What follows belongs to an exercise in optimizing a design on an open flow for small area and a short achievable clock period; a production flow would make more cautious choices. In this exercise RTL edits were held to simulation tests only and were not proved equivalent to the original. The clock port is modelled as an ideal driver; clocking choices that lean on that would not hold on a real chip. No activity file was given, so power comes from the tool's default toggle rates.

Design reg_file_sb, start of the top module:
module reg_file_sb #(
  parameter int XLEN     = 32,
  parameter int NREGS    = 32,
  parameter int ZERO_REG = 1,
  parameter int ADDR_W   = $clog2(NREGS)
) (
  input  logic              clk,
  input  logic              rst,
  input  logic [ADDR_W-1:0] rs1,
  input  logic [ADDR_W-1:0] rs2,
  input  logic              read_reg_port1,
  input  logic              read_reg_port2,
  output logic [XLEN-1:0]   rs1_data,
  output logic [XLEN-1:0]   rs2_data,
  output logic              rs1_busy,
  output logic              rs2_busy,
  input  logic              issue_valid,
  input  logic [ADDR_W-1:0] issue_rd,
  input  logic              wb_signal,
  input  logic [ADDR_W-1:0] rd,
  input  logic [XLEN-1:0]   wb_data,
  output logic [ADDR_W:0]   busy_count
);
Size in the first run: about 2400 cells after synthesis, ~1100 flip-flops, ~130 I/O pins.
export LEC_CHECK = 0
export CAP_MARGIN = 20
export CORE_MARGIN = 2
export CORE_UTILIZATION = 50
export CTS_BUF_LIST = sky130_fd_sc_hd__clkbuf_16
export CTS_CLUSTER_DIAMETER = 100
export CTS_CLUSTER_SIZE = 40
export SLEW_MARGIN = 20
export SYNTH_HIERARCHICAL = 1
export SYNTH_MINIMUM_KEEP_SIZE = 0
create_clock -name core_clock -period 28.0 [get_ports {clk}]
standard.sh (not shown) runs the stock make flow with config.mk's settings and CLKGATE_MAP_FILE= SYNTH_SCRIPT=/design/flow/synth_recipe.tcl, a recipe that flattens the netlist after the stock synthesis.
==> flow/flow/run.sh <==
#!/bin/bash
# Standard ORFS layout, with buf_4 port buffers and the timing repair asked
# to leave 15 ns of setup slack, so it works on the port-to-port read paths.
set -euo pipefail
export BUFFER_PORTS_ARGS="-buffer_cell sky130_fd_sc_hd__buf_4"
export SETUP_SLACK_MARGIN=15
bash standard.sh finish > standard.log 2>&1
The starting point never finished: it broke off in global routing (5_1_grt) with GRT-0232.
Rerun with:
==> flow/run.sh (new file) <==
#!/bin/bash
# synth_recipe.tcl (not shown) runs the flow's synth.tcl, then flattens the netlist and writes it again
# the make line also repeats each setting of config.mk as NAME=value (left out here)
make -C /OpenROAD-flow-scripts/flow DESIGN_CONFIG=/design/flow/config.mk WORK_HOME=/design/flow/orfs CLKGATE_MAP_FILE= SYNTH_SCRIPT=/design/flow/synth_recipe.tcl finish
Settings changed: CORE_UTILIZATION 50 to 65, CTS_BUF_LIST sky130_fd_sc_hd__clkbuf_16 to sky130_fd_sc_hd__clkbuf_4, CTS_CLUSTER_DIAMETER 100 to not set, CTS_CLUSTER_SIZE 40 to not set.
removed: flow/flow/run.sh
removed: flow/standard.sh
=>
- With this change the flow finished with timing, DRC and antenna clean
- synthesized cell count is unchanged
- synthesized area stays the same
Rerun with:
==> flow/flow/run.sh (new file) <==
#!/bin/bash
# Standard ORFS layout (the standard.sh) with three changes:
#  - port buffers are buf_4 instead of the library's default pick;
#  - the clock tree uses clkbuf_16 in clusters of up to 24 sinks, without
#    dummy loads;
#  - after clock tree synthesis, flow/post_cts.tcl sizes up gates on the
#    slowest paths.
# The make output goes to standard.log; ORFS keeps each step's log under
# orfs/logs/.
set -euo pipefail
here=$(pwd)
export BUFFER_PORTS_ARGS="-buffer_cell sky130_fd_sc_hd__buf_4"
export CTS_ARGS="-sink_clustering_enable -repair_clock_nets -buf_list sky130_fd_sc_hd__clkbuf_16 -sink_clustering_size 24 -sink_clustering_max_diameter 60 -dont_use_dummy_load"
export POST_CTS_TCL="$here/flow/post_cts.tcl"
bash standard.sh finish > standard.log 2>&1
==> flow/flow/post_cts.tcl (new file) <==
# After clock tree synthesis and its standard timing repair: size up gates
# on the slowest paths (no buffering), then legalise the placement again.
estimate_parasitics -placement
repair_timing -setup -setup_margin 15 -sequence "sizeup,swap" -skip_last_gasp -verbose
detailed_placement
estimate_parasitics -placement
==> flow/standard.sh (new file) <==
#!/bin/bash
# synth_recipe.tcl (not shown) runs the flow's synth.tcl, then flattens the netlist and writes it again
# the make line also repeats each setting of config.mk as NAME=value (left out here)
make -C /OpenROAD-flow-scripts/flow DESIGN_CONFIG=/design/flow/config.mk WORK_HOME=/design/flow/orfs CLKGATE_MAP_FILE= SYNTH_SCRIPT=/design/flow/synth_recipe.tcl "${@:-finish}"
Settings changed: CORE_UTILIZATION 65 to 40, CTS_BUF_LIST sky130_fd_sc_hd__clkbuf_4 to not set.
removed: flow/run.sh
The changed run went through all stages and came out clean.
Total power decreases by 8.8%.
Wire length increases by 5.0%.
Utilization decreases by 29 points.
Flip-flop and latch count stays the same.
Clock power decreases by 23%.
Hold slack improved by 21 ps.
Non-clock buffer count increases by 15.
Maximum frequency increases by 13%.
Area after synthesis is unchanged.
Combinational power stays flat.
Rerun with:
==> flow/flow/run.sh (replaced) <==
#!/bin/bash
# Standard ORFS layout (the standard.sh) with three changes:
#  - port buffers are buf_2 instead of the library's default pick (the
#    timing repair after clock tree synthesis sizes up the ones on slow
#    paths);
#  - the clock tree uses clkbuf_4 in clusters of up to 8 sinks within
#    30 um, without dummy loads;
#  - after clock tree synthesis, flow/post_cts.tcl recovers area on gates
#    with slack to spare and sizes up gates on the slowest paths.
# The make output goes to standard.log; ORFS keeps each step's log under
# orfs/logs/.
set -euo pipefail
here=$(pwd)
export BUFFER_PORTS_ARGS="-buffer_cell sky130_fd_sc_hd__buf_2"
export CTS_ARGS="-sink_clustering_enable -repair_clock_nets -buf_list sky130_fd_sc_hd__clkbuf_4 -sink_clustering_size 8 -sink_clustering_max_diameter 30 -dont_use_dummy_load"
export POST_CTS_TCL="$here/flow/post_cts.tcl"
bash standard.sh finish > standard.log 2>&1
==> flow/flow/post_cts.tcl (replaced) <==
# After clock tree synthesis and its standard timing repair:
#  1. downsize gates that have slack to spare (area recovery);
#  2. size up gates on the slowest paths (no buffering), aiming at 15 ns of
#     setup slack so the port-to-port read paths get the upsizing;
#  3. legalise the placement again.
estimate_parasitics -placement
repair_timing -recover_power 100 -verbose
estimate_parasitics -placement
repair_timing -setup -setup_margin 15 -sequence "sizeup,swap" -skip_last_gasp -verbose
detailed_placement
estimate_parasitics -placement
Settings changed: PLACE_DENSITY set to 0.75.
Clock skew increases by 23 ps. Final area decreases by a few percent. Sequential cell count stays the same. Sequential share of layout area increases by 1.4 points. Sequential power hardly moves.
Rerun with:
==> flow/run.sh (new file) <==
#!/bin/bash
# synth_recipe.tcl (not shown) runs the flow's synth.tcl, then flattens the netlist and writes it again
# the make line also repeats each setting of config.mk as NAME=value (left out here)
make -C /OpenROAD-flow-scripts/flow DESIGN_CONFIG=/design/flow/config.mk WORK_HOME=/design/flow/orfs CLKGATE_MAP_FILE= SYNTH_SCRIPT=/design/flow/synth_recipe.tcl finish
Settings changed: CTS_BUF_LIST set to sky130_fd_sc_hd__clkbuf_8, PLACE_DENSITY 0.75 to not set.
removed: flow/flow/run.sh
removed: flow/flow/post_cts.tcl
removed: flow/standard.sh
=> The new run produced a clean layout; final area is higher by 3.3%; die area does not change; wire length climbs by 11%; count of clock-buffer cells in the layout drops by 3; via count is higher by 1.2%; worst setup slack got worse by 1700 ps; sequential share of layout area fell by 2.1 points; first-iteration DRC count came out lower by 5.6%.

* * *

Setup of red:
reg_file_sb again, from the RTL that the note above started with.
==> flow/config.mk <==
export PLATFORM = sky130hd
export DESIGN_NAME = reg_file_sb
export DESIGN_NICKNAME = reg_file_sb
export VERILOG_FILES = /design/flow/design.v
export SDC_FILE = /design/flow/constraint.sdc
export NUM_CORES = 4
export LEC_CHECK = 0
export CAP_MARGIN = 20
export CORE_MARGIN = 2
export CORE_UTILIZATION = 40
export SLEW_MARGIN = 20
export SYNTH_HIERARCHICAL = 1
export SYNTH_MINIMUM_KEEP_SIZE = 0
==> flow/constraint.sdc <==
create_clock -name core_clock -period 28.0 [get_ports {clk}]
set_input_delay 5.6000 -clock core_clock [delete_from_list [all_inputs] [get_ports {clk}]]
set_output_delay 5.6000 -clock core_clock [all_outputs]
set_load 0.01 [all_outputs]
==> flow/flow/run.sh <==
#!/bin/bash
# Standard ORFS layout (the standard.sh) with three changes:
#  - port buffers are buf_2 instead of the library's default pick (the
#    timing repair after clock tree synthesis sizes up the ones on slow
#    paths);
#  - the clock tree uses clkbuf_4 in clusters of up to 10 sinks within
#    40 um, without dummy loads;
#  - after clock tree synthesis, flow/post_cts.tcl sizes up gates on the
#    slowest paths.
# The make output goes to standard.log; ORFS keeps each step's log under
# orfs/logs/.
set -euo pipefail
here=$(pwd)
export BUFFER_PORTS_ARGS="-buffer_cell sky130_fd_sc_hd__buf_2"
export CTS_ARGS="-sink_clustering_enable -repair_clock_nets -buf_list sky130_fd_sc_hd__clkbuf_4 -sink_clustering_size 10 -sink_clustering_max_diameter 40 -dont_use_dummy_load"
export POST_CTS_TCL="$here/flow/post_cts.tcl"
bash standard.sh finish > standard.log 2>&1
==> flow/flow/post_cts.tcl <==
# After clock tree synthesis and its standard timing repair: size up gates
# on the slowest paths (no buffering), then legalise the placement again.
estimate_parasitics -placement
repair_timing -setup -setup_margin 15 -sequence "sizeup,swap" -skip_last_gasp -verbose
detailed_placement
estimate_parasitics -placement
Looking at the reports, red completed the entire flow and the layout it produced met the timing, design-rule and antenna checks.
Input-level comparison between blue and red:
-- flow/flow/run.sh --
<<< red, line 7
#    40 um, without dummy loads;
#  - after clock tree synthesis, flow/post_cts.tcl sizes up gates on the
#    slowest paths.
# The make output goes to standard.log; ORFS keeps each step's log under
>>> blue, line 7
#    40 um, without dummy loads;
#  - after clock tree synthesis, flow/post_cts.tcl recovers area on gates
#    with slack to spare and sizes up gates on the slowest paths.
# The make output goes to standard.log; ORFS keeps each step's log under
==> flow/flow/post_cts.tcl <==
# After clock tree synthesis and its standard timing repair:
#  1. downsize gates that have slack to spare (area recovery);
#  2. size up gates on the slowest paths (no buffering), aiming at 15 ns of
#     setup slack so the port-to-port read paths get the upsizing;
#  3. legalise the placement again.
estimate_parasitics -placement
repair_timing -recover_power 100 -verbose
estimate_parasitics -placement
repair_timing -setup -setup_margin 15 -sequence "sizeup,swap" -skip_last_gasp -verbose
detailed_placement
estimate_parasitics -placement
==> comparison <==
blue ran to completion and came out clean on the timing, design-rule and antenna checks. Between blue and red, the difference in fmax is negligible. In the reports for blue and red, the larger first-iteration DRC count belongs to blue. From red to blue the numbers moved as follows: setup slack moved down, synthesized area level.

[afterwards: timing with drivers on the ports]
Ports are ideal in the flow. The routed layouts listed here were re-timed in OpenROAD.
Step 1 sets driving cells, clkbuf_16 on the clock port and buf_2 on the other inputs (assumed; they add their load-dependent delay and slew).
Step 2, shift: input delay + t, output delay - t, t = (earliest + latest rising clock arrival at the registers) / 2. This alone moves slack from input paths to output paths.
Slacks: no drivers / after step 1 / after step 2; pairs: no drivers / after step 1.
run	t, ns	setup WS [ns]	worst setup path after step 2	clock arrival spread, ns
the second run of note 1	1.161	12.689 / 12.660 / 12.660	input to output	0.136 / 0.136
the third run of note 1	0.696	14.467 / 14.399 / 14.399	input to output	0.087 / 0.088
the fourth run of note 1	1.078	14.389 / 14.320 / 14.320	input to output	0.217 / 0.216
the fifth run of note 1	0.907	12.728 / 12.675 / 12.675	input to output	0.059 / 0.059
red	1.075	14.412 / 14.348 / 14.348	input to output	0.104 / 0.105
blue	1.072	14.381 / 14.319 / 14.319	input to output	0.107 / 0.107
After both steps setup and hold are still met in every run listed. For the fourth run of note 1, which loses most, drivers alone change the setup slack by -0.069 ns; drivers and shift together by -0.069 ns.
